What follows belongs to an exercise in optimizing a design on an open flow for small area; a production flow would make more cautious choices.
The RTL was checked by simulation tests, not by an equivalence proof against the original design.
Power is estimated from default activity; no workload was simulated.

## rev 12
Design cpu_core, start of the top module:
module cpu_core
(
	input logic clk,
	input logic reset,
	input logic [31:0] instr,
	output logic [31:0] pc,
	output logic [37:0] wb
);
==> flow/config.mk <==
export PLATFORM = sky130hd
export DESIGN_NAME = cpu_core
export DESIGN_NICKNAME = cpu_core
export VERILOG_FILES = /design/flow/design.v
export SDC_FILE = /design/flow/constraint.sdc
export NUM_CORES = 4
export LEC_CHECK = 0
export CAP_MARGIN = 20
export CORE_MARGIN = 2
export CORE_UTILIZATION = 55
export CTS_CLUSTER_DIAMETER = 100
export CTS_CLUSTER_SIZE = 20
export GPL_TIMING_DRIVEN = 0
export SETUP_SLACK_MARGIN = 0.5
export SLEW_MARGIN = 20
export SYNTH_HIERARCHICAL = 1
==> flow/constraint.sdc <==
create_clock -name core_clock -period 11.0 [get_ports {clk}]
set_input_delay 2.2000 -clock core_clock [delete_from_list [all_inputs] [get_ports {clk}]]
set_output_delay 2.2000 -clock core_clock [all_outputs]
set_load 0.01 [all_outputs]
standard.sh (not shown) runs the stock make flow with config.mk's settings and CLKGATE_MAP_FILE= SYNTH_SCRIPT=/design/flow/synth_recipe.tcl, a recipe that flattens the netlist after the stock synthesis.
==> flow/flow/run.sh <==
#!/bin/bash
# Standard synthesis, then the standard layout steps with two changes:
#  - the largest plain buffers are kept out of repair, so long nets get chains of
#    smaller buffers instead of a few very large ones;
#  - clock tree synthesis inserts no dummy loads.
set -uo pipefail
DU="sky130_fd_sc_hd__probe_p_8 sky130_fd_sc_hd__probec_p_8 sky130_fd_sc_hd__lpflow_bleeder_1 sky130_fd_sc_hd__lpflow_clkbufkapwr_1 sky130_fd_sc_hd__lpflow_clkbufkapwr_16 sky130_fd_sc_hd__lpflow_clkbufkapwr_2 sky130_fd_sc_hd__lpflow_clkbufkapwr_4 sky130_fd_sc_hd__lpflow_clkbufkapwr_8 sky130_fd_sc_hd__lpflow_clkinvkapwr_1 sky130_fd_sc_hd__lpflow_clkinvkapwr_16 sky130_fd_sc_hd__lpflow_clkinvkapwr_2 sky130_fd_sc_hd__lpflow_clkinvkapwr_4 sky130_fd_sc_hd__lpflow_clkinvkapwr_8 sky130_fd_sc_hd__lpflow_decapkapwr_12 sky130_fd_sc_hd__lpflow_decapkapwr_3 sky130_fd_sc_hd__lpflow_decapkapwr_4 sky130_fd_sc_hd__lpflow_decapkapwr_6 sky130_fd_sc_hd__lpflow_decapkapwr_8 sky130_fd_sc_hd__lpflow_inputiso0n_1 sky130_fd_sc_hd__lpflow_inputiso0p_1 sky130_fd_sc_hd__lpflow_inputiso1n_1 sky130_fd_sc_hd__lpflow_inputiso1p_1 sky130_fd_sc_hd__lpflow_inputisolatch_1 sky130_fd_sc_hd__lpflow_isobufsrc_1 sky130_fd_sc_hd__lpflow_isobufsrc_16 sky130_fd_sc_hd__lpflow_isobufsrc_2 sky130_fd_sc_hd__lpflow_isobufsrc_4 sky130_fd_sc_hd__lpflow_isobufsrc_8 sky130_fd_sc_hd__lpflow_isobufsrckapwr_16 sky130_fd_sc_hd__lpflow_lsbuf_lh_hl_isowell_tap_1 sky130_fd_sc_hd__lpflow_lsbuf_lh_hl_isowell_tap_2 sky130_fd_sc_hd__lpflow_lsbuf_lh_hl_isowell_tap_4 sky130_fd_sc_hd__lpflow_lsbuf_lh_isowell_4 sky130_fd_sc_hd__lpflow_lsbuf_lh_isowell_tap_1 sky130_fd_sc_hd__lpflow_lsbuf_lh_isowell_tap_2 sky130_fd_sc_hd__lpflow_lsbuf_lh_isowell_tap_4 sky130_fd_sc_hd__buf_12 sky130_fd_sc_hd__buf_16 sky130_fd_sc_hd__bufbuf_16"
CTS="-sink_clustering_enable -repair_clock_nets -sink_clustering_size 20 -sink_clustering_max_diameter 100 -dont_use_dummy_load"
bash standard.sh synth > make_synth.log 2>&1 || exit 1
bash standard.sh finish "DONT_USE_CELLS=$DU" "CTS_ARGS=$CTS" > make_finish.log 2>&1 || exit 1
What rev 13 does differently from rev 12 at the input level:
==> flow/run.sh (new file) <==
#!/bin/bash
# synth_recipe.tcl (not shown) runs the flow's synth.tcl, then flattens the netlist and writes it again
# the make line also repeats each setting of config.mk as NAME=value (left out here)
make -C /OpenROAD-flow-scripts/flow DESIGN_CONFIG=/design/flow/config.mk WORK_HOME=/design/flow/orfs CLKGATE_MAP_FILE= SYNTH_SCRIPT=/design/flow/synth_recipe.tcl finish
removed: flow/flow/run.sh
removed: flow/standard.sh
Notes after the runs:
Rev 13: done, clean on timing, DRC and antenna
Comparing rev 13 and rev 12, area growth from synthesis to layout is higher on rev 13.
Sort rev 13 and rev 12 by design area desc -> top: rev 13
Side by side, sum of routed wire length over all layers turned out higher in rev 13 than in rev 12.
Setup slack of the critical path after layout: rev 13 > rev 12
For the first-pass GRT wire length, rev 13 came in about 1.3% higher than rev 12 did.
Of the two candidates, rev 12 has the better register-to-register slack and rev 13 the worse one.
Fraction of final layout cells with drive strength greater than 1, rev 13 and rev 12, higher one = rev 13.
Against rev 12, total chip power in rev 13 rose by a few percent.
Rev 13 ended up with wb[25] as its last element of the critical path; rev 12 ended up with wb[12].
On post-place setup slack, rev 12 beats rev 13.
[rev 13 vs rev 12] final critical path time including I/O delays and setup: lower in rev 13
| length of routed met3 wiring | rev 13 vs rev 12 | about 5% higher |

[what the ideal ports hide]
Ports are ideal in the flow. The routed layouts listed here were re-timed in OpenROAD.
Step 1: set_driving_cell puts a clkbuf_16 on clk and a buf_2 on each other input, an assumption about the parent block.
Step 2 adds t to the input delays and takes it off the output delays; t is the mean of the earliest and latest rising clock arrival at the registers after step 1. Input paths then give back, and output paths get back, about the clock's delay inside the block.
Three values: ideal, step 1, step 2; two values: the first two.
| run | shift t [ns] | setup slack, ns | latest minus earliest clock arrival (ns) | cell pins on the clock port's net |
|---|---|---|---|---|
| rev 12 | 0.913 | 0.319 / 0.267 / 0.267 | 0.117 / 0.118 | 1 |
| rev 13 | 0.956 | 0.328 / 0.299 / 0.299 | 0.047 / 0.046 | 1 |
After both steps every run listed still meets setup and hold. For rev 12, which loses most, drivers alone change the setup slack by -0.052 ns; drivers and shift together by -0.052 ns.
